This design comes from an exercise in tuning for small area, a short achievable clock period and few clock cycles on the open sky130 flow, not from production work.
At most, simulation tests tie the RTL to the original design; equivalence was not proved.
No activity file was given, so power comes from the tool's default toggle rates.

==> flow/design.v (excerpt) <==
module instruction_hazard_detector_top (
   input  wire logic                       clock,
   input  wire logic                       reset,
   input  wire logic                       req_valid,
   output logic                            req_stall,
   input  wire logic                       req_start_program,
   input  wire logic [hdc_pkg::REG_W-1:0]  req_dest_reg,
   input  wire logic                       req_dest_present,
   input  wire logic [hdc_pkg::REG_W-1:0]  req_src_a_reg,
   input  wire logic                       req_src_a_present,
   input  wire logic [hdc_pkg::REG_W-1:0]  req_src_b_reg,
   input  wire logic                       req_src_b_present,
   output logic                            rsp_valid,
   input  wire logic                       rsp_stall,
   output logic [hdc_pkg::KIND_W-1:0]      rsp_dep_kind,
   output logic [hdc_pkg::OIDX_W-1:0]      rsp_earlier_index,
   output logic [hdc_pkg::OIDX_W-1:0]      rsp_later_index,
   output logic [hdc_pkg::REG_W-1:0]       rsp_shared_reg,
   output logic                            rsp_last_result
);
export LEC_CHECK = 0
export ABC_CLOCK_PERIOD_IN_PS = 2000
export CAP_MARGIN = 20
export CORE_MARGIN = 2
export CORE_UTILIZATION = 50
export SETUP_SLACK_MARGIN = 2.5
export SLEW_MARGIN = 20
export TNS_END_PERCENT = 0
create_clock -name core_clock -period 4.5 [get_ports {clock}]
run.sh (not shown) runs the stock make flow with config.mk's settings and CLKGATE_MAP_FILE= SYNTH_SCRIPT=/design/flow/synth_recipe.tcl, a recipe that flattens the netlist after the stock synthesis.
Testbench counts at the start, summed over its fixed seeds: cycles 6,823.
==> next run, changes <==
--- a/flow/design.v
+++ b/flow/design.v
@@ -115,31 +115,20 @@
    assign move      = busy_ff && nfree;
    assign qmove     = qv_ff && (!busy_ff || (single_ff && move));
    assign req_stall = qv_ff && !qmove;
    assign accept    = req_valid && !req_stall;
    assign eff_count = req_start_program ? '0 : count_ff;
    assign full      = eff_count == hdc_pkg::COUNT_W'(D);
    assign pos       = eff_count[hdc_pkg::IDX_W-1:0];
    assign load      = accept && !full;
-   logic [D-1:0] wr_en;
-   always_comb begin
-      for (int i = 0; i < D; i++) begin
-         if (i == 0) begin
-            wr_en[i] = req_start_program ? accept : (count_ff == '0);
-         end else begin
-            wr_en[i] = !req_start_program && count_ff == hdc_pkg::COUNT_W'(i) &&
-                       (!ov_ff || !req_stall);
-         end
-      end
-   end
    for (genvar i = 0; i < D; i++) begin : g_cell
       hdc_cell u_cell (
          .clock (clock),
-         .wr_en (wr_en[i]),
+         .wr_en (load && pos == hdc_pkg::IDX_W'(i)),
          .live  (hdc_pkg::COUNT_W'(i) < eff_count),
          .c_dst (req_dest_reg),
          .c_dok (req_dest_present),
          .c_sa  (req_src_a_reg),
          .c_aok (req_src_a_present),
          .c_sb  (req_src_b_reg),
          .c_bok (req_src_b_present),
          .dst   (dsts[hdc_pkg::REG_W*i +: hdc_pkg::REG_W]),
@@ -236,24 +225,22 @@
          single_in = hits_one;
          fullk_in  = qfull_ff;
          cdst_in   = qdst_ff;
          later_in  = qlater_ff;
       end
       for (int i = 0; i < D; i++) begin
          pany_in[i] = |pend_in[3*i +: 3];
       end
-      if (!req_stall) begin
-         qv_in     = req_valid;
+      if (accept) begin
+         qv_in     = 1'b1;
          qhits_in  = full ? '0 : hits;
          qfull_in  = full;
          qdst_in   = req_dest_reg;
          qlater_in = pos;
-      end
-      if (accept) begin
          count_in  = full ? eff_count : eff_count + hdc_pkg::COUNT_W'(1);
          if (!full && pos == '0) begin
             ov_in   = 1'b1;
             dst0_in = dsts[0 +: hdc_pkg::REG_W];
          end
       end
       nv_in    = move || (nv_ff && !hfree);
       nitem_in = move ? item : nitem_ff;
Setup slack barely changes.
Wire length increases by 3.8%.
Power increases by about 8%.
Critical path depth decreases by 3.
Synthesized area increases by about 0.7%.
Count of clock-buffer cells in the layout increases by 1.
Sequential share of layout area decreases by 0.67 points.
No functional check of the RTL was part of the second run of this note.

---

Setup of the previous run:
Another version of the RTL of instruction_hazard_detector_top (not shown whole).
Size in the first run: ~1900 cells after synthesis, ~470 flip-flops, about 42 I/O pins, about 23000 um^2 of cells after synthesis.
Settings: LEC_CHECK=0, ABC_CLOCK_PERIOD_IN_PS=2000, CAP_MARGIN=20, CORE_MARGIN=2, CORE_UTILIZATION=50, SETUP_SLACK_MARGIN=2.5, SLEW_MARGIN=20, TNS_END_PERCENT=0; clock period 4.5 ns.
Testbench counts of the previous run, summed over its fixed seeds: cycles 6,815.
Here is what was changed in the inputs of the current run compared with the previous run.
-- flow/design.v --
<<< the previous run, line 94
   logic                        ov_ff, ov_in;
   logic [hdc_pkg::REG_W-1:0]   dst0_ff, dst0_in;
   logic                        hv_ff, hv_in;
   logic [RW-1:0]               head_ff, head_in, item;
   logic [hdc_pkg::COUNT_W-1:0] eff_count;
   logic [hdc_pkg::IDX_W-1:0]   pos;
   logic                        full, accept, hfree, move, qmove;
   logic                        hits_one, pend_two;
   logic [N-1:0]                hits, clr;
>>> the current run, line 94
   logic                        ov_ff, ov_in;
   logic [hdc_pkg::REG_W-1:0]   dst0_ff, dst0_in;
   logic                        hv_ff, hv_in, tv_ff, tv_in;
   logic [RW-1:0]               head_ff, head_in, tail_ff, tail_in, item;
   logic [hdc_pkg::COUNT_W-1:0] eff_count;
   logic [hdc_pkg::IDX_W-1:0]   pos;
   logic                        full, accept, load, pop, move, qmove;
   logic                        hits_one, pend_two;
   logic [N-1:0]                hits, clr;
<<< the previous run, line 117
      lowest = r;
   endfunction
   assign hfree     = !hv_ff || !rsp_stall;
   assign move      = busy_ff && hfree;
   assign qmove     = qv_ff && (!busy_ff || (single_ff && move));
   assign req_stall = qv_ff && !qmove;
   assign accept    = req_valid && !req_stall;
   assign eff_count = req_start_program ? '0 : count_ff;
   assign full      = eff_count == hdc_pkg::COUNT_W'(D);
   assign pos       = eff_count[hdc_pkg::IDX_W-1:0];
   logic [D-1:0] wr_en;
   always_comb begin
      for (int i = 0; i < D; i++) begin
         if (i == 0) begin
            wr_en[i] = req_start_program ? accept : (count_ff == '0);
         end else begin
            wr_en[i] = !req_start_program && count_ff == hdc_pkg::COUNT_W'(i) &&
                       (!ov_ff || !req_stall);
         end
      end
   end
   for (genvar i = 0; i < D; i++) begin : g_cell
      hdc_cell u_cell (
         .clock (clock),
         .wr_en (wr_en[i]),
         .live  (hdc_pkg::COUNT_W'(i) < eff_count),
         .c_dst (req_dest_reg),
>>> the current run, line 117
      lowest = r;
   endfunction
   assign req_stall = qv_ff && busy_ff && (!single_ff || tv_ff);
   assign accept    = req_valid && !req_stall;
   assign pop       = hv_ff && !rsp_stall;
   assign move      = busy_ff && (!tv_ff || pop);
   assign qmove     = qv_ff && (!busy_ff || (single_ff && move));
   assign eff_count = req_start_program ? '0 : count_ff;
   assign full      = eff_count == hdc_pkg::COUNT_W'(D);
   assign pos       = eff_count[hdc_pkg::IDX_W-1:0];
   assign load      = accept && !full;
   for (genvar i = 0; i < D; i++) begin : g_cell
      hdc_cell u_cell (
         .clock (clock),
         .wr_en (load && pos == hdc_pkg::IDX_W'(i)),
         .live  (hdc_pkg::COUNT_W'(i) < eff_count),
         .c_dst (req_dest_reg),
<<< the previous run, line 257
         later_in  = qlater_ff;
      end
      if (!req_stall) begin
         qv_in     = req_valid;
         qhits_in  = full ? '0 : hits;
         qfull_in  = full;
         qdst_in   = req_dest_reg;
         qlater_in = pos;
      end
      if (accept) begin
         count_in  = full ? eff_count : eff_count + hdc_pkg::COUNT_W'(1);
         if (!full && pos == '0) begin
>>> the current run, line 247
         later_in  = qlater_ff;
      end
      if (accept) begin
         qv_in     = 1'b1;
         qhits_in  = full ? '0 : hits;
         qfull_in  = full;
         qdst_in   = req_dest_reg;
         qlater_in = pos;
         count_in  = full ? eff_count : eff_count + hdc_pkg::COUNT_W'(1);
         if (!full && pos == '0) begin
<<< the previous run, line 271
         end
      end
      hv_in   = hfree ? move : hv_ff;
      head_in = hfree ? item : head_ff;
   end
   always_ff @(posedge clock) begin
>>> the current run, line 259
         end
      end
      head_in = head_ff;
      hv_in   = hv_ff;
      tail_in = tail_ff;
      tv_in   = tv_ff && !pop;
      if (!hv_ff || pop) begin
         hv_in   = tv_ff || move;
         head_in = tv_ff ? tail_ff : item;
      end
      if (move && (tv_ff || (hv_ff && !pop))) begin
         tv_in   = 1'b1;
         tail_in = item;
      end
   end
   always_ff @(posedge clock) begin
<<< the previous run, line 283
         single_ff <= 1'b1;
         hv_ff     <= 1'b0;
      end else begin
         count_ff  <= count_in;
>>> the current run, line 281
         single_ff <= 1'b1;
         hv_ff     <= 1'b0;
         tv_ff     <= 1'b0;
      end else begin
         count_ff  <= count_in;
<<< the previous run, line 291
         single_ff <= single_in;
         hv_ff     <= hv_in;
      end
      qhits_ff  <= qhits_in;
>>> the current run, line 290
         single_ff <= single_in;
         hv_ff     <= hv_in;
         tv_ff     <= tv_in;
      end
      qhits_ff  <= qhits_in;
<<< the previous run, line 303
      dst0_ff   <= dst0_in;
      head_ff   <= head_in;
   end
   assign rsp_valid = hv_ff;
>>> the current run, line 303
      dst0_ff   <= dst0_in;
      head_ff   <= head_in;
      tail_ff   <= tail_in;
   end
   assign rsp_valid = hv_ff;
NOTE mean instance size in the synthesized netlist the previous run->the current run decreased slightly. On number of inverters outside the clock class in the layout: the current run sits above the previous run. The current run vs the previous run on combinational power: the current run is the higher one. Against the previous run, total power in the current run rose by a few percent. Compared with the previous run, in the current run final worst-path cycle share now larger; total length of routed met2 wires now larger. Diff the previous run -> the current run: critical path depth went up, wire length went up. On utilization, the current run and the previous run are basically level. The current run ends up with a area overhead of the layout relative to synthesis that is 0.24 points lower than in the previous run. The previous run has higher maximum clock frequency than the current run. | total global routing track utilization | the previous run vs the current run | ≈ equal |. Sort the current run and the previous run by fraction of layout cells with a size suffix above 1 desc -> top: the previous run.
Function not checked in the current run: the RTL went through the layout flow alone.

separate check: timing with driven ports:
Ports are ideal in the flow. The routed layouts listed here were re-timed in OpenROAD.
Step 1 sets driving cells, clkbuf_16 on the clock port and buf_2 on the other inputs (assumed; they add their load-dependent delay and slew).
Step 2 also shifts input and output timing later by t, the mid clock arrival at the registers, as if the neighbouring blocks saw the same clock.
a / b / c = no drivers / after step 1 / after step 2; a / b = the first two.
run | t, ns | setup WS [ns] | worst slew at a driven data input, ns
the first run of note 1 | 0.643 | 1.911 / 1.911 / 1.456 | 0.04
the second run of note 1 | 0.657 | 1.910 / 1.910 / 1.357 | 0.06
the previous run | 0.644 | 2.086 / 2.055 / 1.530 | 0.07
the current run | 0.671 | 1.969 / 1.969 / 1.438 | 0.08
After both steps every run listed still meets setup and hold. For the previous run, which loses most, drivers alone change the setup slack by -0.031 ns; drivers and shift together by -0.556 ns.
